From an optimization exercise on the open Yosys and OpenROAD flow, aimed at small area; shortcuts taken in it are not production practice. Where RTL was checked, it was by simulation tests only, not by an equivalence proof against the original. Power and IR drop assume default switching activity.

==> run P: inputs <==
==> flow/design.v (excerpt) <==
module lock_top (
  input  logic                 clk,
  input  logic                 rst,
  input  logic                 door_open,
  input  logic                 inside_button,
  input  logic [79:0] entry,
  input  logic                 entry_valid,
  input  logic                 code_wr,
  input  logic [1:0]         code_sel,
  input  logic [15:0]        code_value,
  output logic                 bolt,
  output logic                 beep,
  output logic                 keypad_en,
  output logic [2:0]         fail_count
);
export LEC_CHECK = 0
export CAP_MARGIN = 20
export CELL_PAD_IN_SITES_DETAIL_PLACEMENT = 1
export CELL_PAD_IN_SITES_GLOBAL_PLACEMENT = 1
export CORE_MARGIN = 2
export CORE_UTILIZATION = 28
export CTS_BUF_LIST = sky130_fd_sc_hd__clkbuf_8
export GPL_TIMING_DRIVEN = 0
export PLACE_DENSITY = 0.4
export SLEW_MARGIN = 20
export SYNTH_HIERARCHICAL = 1
create_clock -name core_clock -period 10.0 [get_ports {clk}]
standard.sh (not shown) runs the stock make flow with config.mk's settings and CLKGATE_MAP_FILE= SYNTH_SCRIPT=/design/flow/synth_recipe.tcl, a recipe that flattens the netlist after the stock synthesis.
==> flow/flow/run.sh <==
#!/bin/bash
# Standard ORFS layout with these changes:
#  - the port buffers start at the smallest buffer, for repair_design to
#    size up only where a load needs it;
#  - after the standard synthesis, flow/size_drivers.py re-sizes cells
#    (drive strength only): the inverters driving the compare array's
#    wide-fanout nets go to size 2, other combinational cells to size 1;
#  - the buffers synthesis left are removed at floorplan.
set -euo pipefail
KNOBS=(BUFFER_PORTS_ARGS="-buffer_cell sky130_fd_sc_hd__buf_2" REMOVE_ABC_BUFFERS=1)
bash standard.sh "${KNOBS[@]}" synth > orfs_synth.log 2>&1
NET=orfs/results/sky130hd/lock_top/base/1_2_yosys.v
python3 flow/size_drivers.py "$NET" "$FLOW_HOME/platforms/sky130hd/lib/sky130_fd_sc_hd__tt_025C_1v80.lib" > size_drivers.log 2>&1
bash standard.sh "${KNOBS[@]}" finish > orfs_finish.log 2>&1
==> flow/flow/size_drivers.py <==
"""Re-size combinational cells in the standard synthesis netlist.

- The inverters that drive the compare array's nets (entry_p, entry_n,
  code_p, code_n; each has about 17 loads) get size 2, which has the
  same area as size 1, so layout need not buffer those nets.
- Every other combinational cell that synthesis gave a drive strength
  above 1 goes back to size 1, for repair_design to size up again only
  where a load needs it.

Only drive strengths change; every register, every cell's function and
every connection stay as synthesis left them.
"""
import re
import sys

LIB = sys.argv[2]
path = sys.argv[1]
lib = open(LIB).read()
cells = set(re.findall(r'cell\s*\(\s*"?(sky130_fd_sc_hd__\w+?)"?\s*\)', lib))
SEQ = re.compile(r"sky130_fd_sc_hd__(s?e?df|dl|conb|tap|fill|decap|diode|clkdly|dly|probe|lpflow)")

text = open(path).read()
n_down = 0


def down(m):
    global n_down
    name, size = m.group(2), m.group(3)
    cell = f"sky130_fd_sc_hd__{name}_{size}"
    small = f"sky130_fd_sc_hd__{name}_1"
    if int(size) <= 1 or SEQ.match(cell) or small not in cells:
        return m.group(0)
    n_down += 1
    return m.group(1) + small + m.group(4)


text = re.sub(r"(?m)^(\s*)sky130_fd_sc_hd__(\w+?)_(\d+)(\s+\S+\s*\(\s*)$", down, text)

drv = re.compile(
    r"sky130_fd_sc_hd__inv_\d+(\s+\S+\s*\(\s*\.A\([^)]*\)\s*,\s*\.Y\(\\(?:entry_p|entry_n|code_p|code_n)\[\d+\] \)\s*\);)"
)
text, n_drv = drv.subn(r"sky130_fd_sc_hd__inv_2\1", text)

print(f"cells back to size 1: {n_down}; compare-net inverters at size 2: {n_drv}")
open(path, "w").write(text)
==> run D: changes against run P <==
--- a/flow/design.v
+++ b/flow/design.v
@@ -42,90 +42,82 @@
   output logic       ne_out
 );
   logic [3:0] beq;
   for (genvar i = 0; i < 4; i++) begin : g_bit
     bit_eq u_bit (.a(e[i]), .na(ne[i]), .b(c[i]), .nb(nc[i]), .eq(beq[i]));
   end
   assign ne_out = ~&beq;
 endmodule
-module inv_drv #(
-  parameter int W = 1
-) (
-  input  logic [W-1:0] a,
-  output logic [W-1:0] y
-);
-  assign y = ~a;
-endmodule
 `timescale 1ns/1ps
 module lock_top (
   input  logic                 clk,
   input  logic                 rst,
   input  logic                 door_open,
   input  logic                 inside_button,
   input  logic [79:0] entry,
   input  logic                 entry_valid,
   input  logic                 code_wr,
   input  logic [1:0]         code_sel,
   input  logic [15:0]        code_value,
   output logic                 bolt,
   output logic                 beep,
   output logic                 keypad_en,
   output logic [2:0]         fail_count
 );
-  localparam logic [3:0] S_STARTUP  = 4'b0000;
-  localparam logic [3:0] S_LOCKED   = 4'b1000;
-  localparam logic [3:0] S_VALIDATE = 4'b1001;
-  localparam logic [3:0] S_BEEP     = 4'b1010;
-  localparam logic [3:0] S_PENALTY  = 4'b1011;
-  localparam logic [3:0] S_LOCKOUT  = 4'b1100;
-  localparam logic [3:0] S_UNLOCKED = 4'b0001;
-  localparam logic [3:0] S_OPEN     = 4'b0010;
-  localparam logic [3:0] S_DU       = 4'b1101;
-  localparam logic [3:0] S_DU_HELD  = 4'b1110;
-  localparam logic [3:0] S_DL       = 4'b0011;
-  localparam logic [3:0] S_DL_HELD  = 4'b0100;
+  localparam logic [3:0] S_STARTUP  = 4'd0;
+  localparam logic [3:0] S_LOCKED   = 4'd1;
+  localparam logic [3:0] S_VALIDATE = 4'd2;
+  localparam logic [3:0] S_BEEP     = 4'd3;
+  localparam logic [3:0] S_PENALTY  = 4'd4;
+  localparam logic [3:0] S_LOCKOUT  = 4'd5;
+  localparam logic [3:0] S_UNLOCKED = 4'd6;
+  localparam logic [3:0] S_OPEN     = 4'd7;
+  localparam logic [3:0] S_DU       = 4'd8;
+  localparam logic [3:0] S_DU_HELD  = 4'd9;
+  localparam logic [3:0] S_DL       = 4'd10;
+  localparam logic [3:0] S_DL_HELD  = 4'd11;
   logic [63:0] code_bits;
   logic [63:0] code_next;
-  logic [63:0] code_next_n;
-  logic [63:0] code_p;        
   logic [3:0]  code_ok;
   logic [3:0]  ok_next;
-  for (genvar c = 0; c < 4; c++) begin : g_slot
-    logic wr;
-    assign wr                     = code_wr && (code_sel == c);
-    assign code_next[16*c +: 16] = wr ? code_value : code_bits[16*c +: 16];
-    assign ok_next[c]             = wr || code_ok[c];
+  always_comb begin
+    code_next = code_bits;
+    ok_next   = code_ok;
+    for (int c = 0; c < 4; c++) begin
+      if (code_wr && (code_sel == c[1:0])) begin
+        code_next[16*c +: 16] = code_value;
+        ok_next[c]            = 1'b1;
+      end
+    end
   end
   always_ff @(posedge clk, posedge rst) begin
     if (rst) code_ok <= '0;
     else     code_ok <= ok_next;
   end
   always_ff @(posedge clk) begin
-    code_bits <= code_p;
+    code_bits <= code_next;
   end
   logic [79:0] entry_bits;
   logic        match_now;
   logic        match_q;
   assign entry_bits = entry;
   logic [79:0] entry_n;
   logic [63:0] code_n;
   logic        dne [4][4][17];
   logic [3:0]  hit;
-  assign code_next_n = ~code_next;
-  inv_drv #(.W(80)) u_entry_n (.a(entry_bits),  .y(entry_n));
-  inv_drv #(.W(64)) u_code_p  (.a(code_next_n), .y(code_p));
-  inv_drv #(.W(64)) u_code_n  (.a(code_p),      .y(code_n));
+  assign entry_n = ~entry_bits;
+  assign code_n  = ~code_next;
   for (genvar c = 0; c < 4; c++) begin : g_code
     for (genvar k = 0; k < 4; k++) begin : g_dig
       for (genvar p = 0; p <= 16; p++) begin : g_pos
         dig_eq u_eq (
           .e  (entry_bits[4*(p+k) +: 4]),
           .ne (entry_n[4*(p+k) +: 4]),
-          .c  (code_p[16*c+4*k +: 4]),
+          .c  (code_next[16*c+4*k +: 4]),
           .nc (code_n[16*c+4*k +: 4]),
           .ne_out (dne[c][k][p])
         );
       end
     end
   end
   always_comb begin
     for (int c = 0; c < 4; c++) begin
@@ -261,12 +253,14 @@
       state      <= S_STARTUP;
       fail_count <= '0;
     end
     else begin
       state      <= state_d;
       fail_count <= fail_d;
     end
   end
-  assign bolt = state[3];
+  assign bolt = (state == S_LOCKED) || (state == S_VALIDATE) || (state == S_BEEP) ||
+                (state == S_PENALTY) || (state == S_LOCKOUT) ||
+                (state == S_DU) || (state == S_DU_HELD);
   assign beep      = (state == S_BEEP);
   assign keypad_en = (state == S_LOCKED);
 endmodule
==> flow/run.sh (new file) <==
#!/bin/bash
# synth_recipe.tcl (not shown) runs the flow's synth.tcl, then flattens the netlist and writes it again
# the make line also repeats each setting of config.mk as NAME=value (left out here)
make -C /OpenROAD-flow-scripts/flow DESIGN_CONFIG=/design/flow/config.mk WORK_HOME=/design/flow/orfs CLKGATE_MAP_FILE= SYNTH_SCRIPT=/design/flow/synth_recipe.tcl finish
Settings changed: CAP_MARGIN 20 to 0, CELL_PAD_IN_SITES_DETAIL_PLACEMENT 1 to default, CELL_PAD_IN_SITES_GLOBAL_PLACEMENT 1 to default, CORE_UTILIZATION 28 to 70, CTS_BUF_LIST sky130_fd_sc_hd__clkbuf_8 to sky130_fd_sc_hd__clkbuf_2 sky130_fd_sc_hd__clkbuf_4, GPL_TIMING_DRIVEN 0 to default, PLACE_DENSITY 0.4 to default, SLEW_MARGIN 20 to 0.
removed: flow/flow/run.sh
removed: flow/flow/size_drivers.py
removed: flow/standard.sh
==> run B: changes against run P <==
--- a/flow/design.v
+++ b/flow/design.v
@@ -68,26 +68,26 @@
   input  logic [15:0]        code_value,
   output logic                 bolt,
   output logic                 beep,
   output logic                 keypad_en,
   output logic [2:0]         fail_count
 );
   localparam logic [3:0] S_STARTUP  = 4'b0000;
   localparam logic [3:0] S_LOCKED   = 4'b1000;
-  localparam logic [3:0] S_VALIDATE = 4'b1001;
-  localparam logic [3:0] S_BEEP     = 4'b1010;
+  localparam logic [3:0] S_VALIDATE = 4'b1010;
+  localparam logic [3:0] S_BEEP     = 4'b1001;
   localparam logic [3:0] S_PENALTY  = 4'b1011;
-  localparam logic [3:0] S_LOCKOUT  = 4'b1100;
-  localparam logic [3:0] S_UNLOCKED = 4'b0001;
-  localparam logic [3:0] S_OPEN     = 4'b0010;
-  localparam logic [3:0] S_DU       = 4'b1101;
-  localparam logic [3:0] S_DU_HELD  = 4'b1110;
-  localparam logic [3:0] S_DL       = 4'b0011;
-  localparam logic [3:0] S_DL_HELD  = 4'b0100;
+  localparam logic [3:0] S_LOCKOUT  = 4'b1111;
+  localparam logic [3:0] S_UNLOCKED = 4'b0100;
+  localparam logic [3:0] S_OPEN     = 4'b0110;
+  localparam logic [3:0] S_DU       = 4'b1100;
+  localparam logic [3:0] S_DU_HELD  = 4'b1101;
+  localparam logic [3:0] S_DL       = 4'b0101;
+  localparam logic [3:0] S_DL_HELD  = 4'b0111;
   logic [63:0] code_bits;
   logic [63:0] code_next;
   logic [63:0] code_next_n;
   logic [63:0] code_p;        
   logic [3:0]  code_ok;
   logic [3:0]  ok_next;
   for (genvar c = 0; c < 4; c++) begin : g_slot
     logic wr;
@@ -153,120 +153,130 @@
   always_ff @(posedge clk, posedge rst) begin
     if (rst)              tcnt <= '0;
     else if (timer_start) tcnt <= tlen;
     else                  tcnt <= {tcnt[4:0], tcnt[5] ^ tcnt[4]};   
   end
   logic [3:0] state, state_d;
   logic [2:0] fail_d;
   logic       key_error, key_confirm;
+  logic       start_c;
   assign key_error   = entry_valid && (entry_bits[3:0] == 4'hE);
   assign key_confirm = entry_valid && (entry_bits[3:0] != 4'hE) && (entry_bits[3:0] != 4'hF);
   always_comb begin
-    state_d     = state;
-    fail_d      = fail_count;
-    timer_start = 1'b0;
-    tlen        = T_DEBOUNCE;
+    state_d = state;
+    fail_d  = fail_count;
+    start_c = 1'b0;
     case (state)
       S_STARTUP: begin
         if (!door_open) state_d = S_LOCKED;
       end
       S_LOCKED: begin
         if (key_error) begin
-          state_d = S_BEEP; timer_start = 1'b1; tlen = T_BEEP;
+          state_d = S_BEEP; start_c = 1'b1;
         end
         else if (key_confirm) begin
           state_d = S_VALIDATE;
         end
         else if (inside_button) begin
-          state_d = S_DU; timer_start = 1'b1;
+          state_d = S_DU; start_c = 1'b1;
         end
       end
       S_VALIDATE: begin
         if (match_q) begin
-          state_d = S_UNLOCKED; timer_start = 1'b1; tlen = T_RELOCK;
+          state_d = S_UNLOCKED; start_c = 1'b1;
         end
         else begin
-          state_d = S_PENALTY; fail_d = fail_count + 3'd1;
-          timer_start = 1'b1; tlen = T_PENALTY;
+          state_d = S_PENALTY; start_c = 1'b1;
+          fail_d  = fail_count + 3'd1;
         end
       end
       S_BEEP: begin
         if (expired) state_d = S_LOCKED;
       end
       S_PENALTY: begin
         if (expired && fail_count[2] && fail_count[0]) begin
-          state_d = S_LOCKOUT; timer_start = 1'b1; tlen = T_LOCKOUT;
+          state_d = S_LOCKOUT; start_c = 1'b1;
         end
         else if (expired) begin
           state_d = S_LOCKED;
         end
       end
       S_LOCKOUT: begin
         if (expired) begin
           state_d = S_LOCKED; fail_d = '0;
         end
       end
       S_UNLOCKED: begin
         if (door_open) begin
           state_d = S_OPEN;
         end
         else if (inside_button) begin
-          state_d = S_DL; timer_start = 1'b1;
+          state_d = S_DL; start_c = 1'b1;
         end
         else if (expired) begin
           state_d = S_LOCKED; fail_d = '0;
         end
       end
       S_OPEN: begin
         if (!door_open) begin
-          state_d = S_UNLOCKED; timer_start = 1'b1; tlen = T_RELOCK;
+          state_d = S_UNLOCKED; start_c = 1'b1;
         end
       end
       S_DU: begin
         if (!inside_button && expired) begin
-          state_d = S_UNLOCKED; timer_start = 1'b1; tlen = T_RELOCK;
+          state_d = S_UNLOCKED; start_c = 1'b1;
         end
         else if (!inside_button) begin
           state_d = S_LOCKED;
         end
         else if (expired) begin
           state_d = S_DU_HELD;
         end
       end
       S_DU_HELD: begin
         if (!inside_button) begin
-          state_d = S_UNLOCKED; timer_start = 1'b1; tlen = T_RELOCK;
+          state_d = S_UNLOCKED; start_c = 1'b1;
         end
       end
       S_DL: begin
         if (!inside_button && expired) begin
           state_d = S_LOCKED; fail_d = '0;
         end
         else if (!inside_button) begin
-          state_d = S_UNLOCKED; timer_start = 1'b1; tlen = T_RELOCK;
+          state_d = S_UNLOCKED; start_c = 1'b1;
         end
         else if (expired) begin
           state_d = S_DL_HELD;
         end
       end
       S_DL_HELD: begin
         if (!inside_button) begin
           state_d = S_LOCKED; fail_d = '0;
         end
       end
       default: state_d = S_STARTUP;
     endcase
   end
+  always_comb begin
+    case (state_d)
+      S_BEEP:     tlen = T_BEEP;
+      S_PENALTY:  tlen = T_PENALTY;
+      S_LOCKOUT:  tlen = T_LOCKOUT;
+      S_UNLOCKED: tlen = T_RELOCK;
+      default:    tlen = T_DEBOUNCE;
+    endcase
+  end
+  assign timer_start = start_c;
   always_ff @(posedge clk, posedge rst) begin
     if (rst) begin
       state      <= S_STARTUP;
       fail_count <= '0;
     end
     else begin
       state      <= state_d;
       fail_count <= fail_d;
     end
   end
-  assign bolt = state[3];
+  assign bolt      = state[3];   
   assign beep      = (state == S_BEEP);
   assign keypad_en = (state == S_LOCKED);
 endmodule
==> flow/flow/run.sh (replaced) <==
#!/bin/bash
# Standard ORFS layout with these changes:
#  - the port buffers are buf_2 for the entry bits (they drive the compare
#    array directly) and buf_1 for the other ports (flow/port_buffers.tcl,
#    after global placement); repair_design sizes up where a load needs it;
#  - after the standard synthesis, flow/size_drivers.py re-sizes cells
#    (drive strength only): the inverters driving the compare array's
#    wide-fanout nets go to size 2, other combinational cells to size 1;
#  - the buffers synthesis left are removed at floorplan;
#  - clock tree synthesis as ORFS runs it, but without dummy loads.
set -euo pipefail
KNOBS=(BUFFER_PORTS_ARGS="-buffer_cell sky130_fd_sc_hd__buf_2" REMOVE_ABC_BUFFERS=1
       POST_GLOBAL_PLACE_TCL="$PWD/flow/port_buffers.tcl"
       CTS_ARGS="-sink_clustering_enable -repair_clock_nets -buf_list sky130_fd_sc_hd__clkbuf_8 -dont_use_dummy_load")
bash standard.sh "${KNOBS[@]}" synth > orfs_synth.log 2>&1
NET=orfs/results/sky130hd/lock_top/base/1_2_yosys.v
python3 flow/size_drivers.py "$NET" "$FLOW_HOME/platforms/sky130hd/lib/sky130_fd_sc_hd__tt_025C_1v80.lib" > size_drivers.log 2>&1
bash standard.sh "${KNOBS[@]}" finish > orfs_finish.log 2>&1
==> flow/flow/port_buffers.tcl (new file) <==
# After global placement: the port buffers came in as buf_2. Only the entry
# bits' buffers drive the compare array; every other port buffer goes back
# to buf_1. repair_design (the next step) sizes up any that need it.
set block [ord::get_db_block]
set small [get_lib_cell sky130_fd_sc_hd__buf_1]
set n 0
foreach inst [$block getInsts] {
  set name [$inst getName]
  if {![string match "input*" $name] && ![string match "output*" $name]} { continue }
  if {[[$inst getMaster] getName] ne "sky130_fd_sc_hd__buf_2"} { continue }
  set ports {}
  foreach it [$inst getITerms] {
    set net [$it getNet]
    if {$net eq "NULL"} { continue }
    foreach bt [$net getBTerms] { lappend ports [$bt getName] }
  }
  if {[llength $ports] != 1} { continue }
  if {[string match "entry*" [lindex $ports 0]]} { continue }
  replace_cell [get_cells $name] $small
  incr n
}
puts "port buffers back to buf_1: $n"
==> qor summary <==
metric                                                                              run P                     run B                   run D
Data required time at the worst endpoint                                         10150 ps                  10070 ps                       -
Die Area                                                                       48700 um^2                48200 um^2                       -
Core area                                                                      46500 um^2                46300 um^2                       -
Wire length on met1                                                              49000 um                  41600 um                       -
Most frequent CP cell                                            sky130_fd_sc_hd__nand4_1  sky130_fd_sc_hd__nand4_1                       -
Rows                                                                                   79                        79                      49
Routed via count divided by cell count                                               9.13                      8.51                       -
Final count of pins violating max slew                                                  0                         0                       -
Outcome                                                                    finished clean            finished clean  stopped before the end
Failing step                                                                            -                         -                 5_1_grt
Share of synthesized cell area in and, or, nand and nor gates                       0.202                     0.199                   0.208
Share of the synthesized area in compound gates (AO/OA/AOI/OAI)                     0.546                     0.547                   0.555
Tmin final                                                                        6620 ps                   6530 ps                       -
Inserted Diodes                                                                         2                         0                       -
Maximum ir drop on the vdd rail                                                0.000131 V                0.000128 V                       -
Number of instances on the worst hold path                                              1                         1                       -
No functional check of the RTL was part of run P and run D.

separate check: timing with driven ports:
How much do the figures lean on ideal ports? The routed layouts below were timed once more, with nothing changed but the port constraints. Step 1 assumes that a clkbuf_16 drives the clock port and a buf_2 every other input. Step 2 moves the port delays by t, midway between the first and last clock arrival at a register: inputs arrive t later, outputs are due t later. That takes back most of the time a late clock gives input paths. a / b / c = ideal ports / drivers / drivers and shift; a / b = the first two.
run	t, ns	slack for setup (ns)	hold slack, ns	worst register clock-pin slew, ns
run P	0.440	3.375 / 3.397 / 2.958	0.509 / 0.509 / 0.509	0.10 / 0.10
run B	0.394	3.470 / 3.485 / 3.090	0.490 / 0.490 / 0.490	0.09 / 0.09
After both steps setup and hold are still met in every run listed. For run P, which loses most, drivers alone change the setup slack by +0.022 ns; drivers and shift together by -0.417 ns.
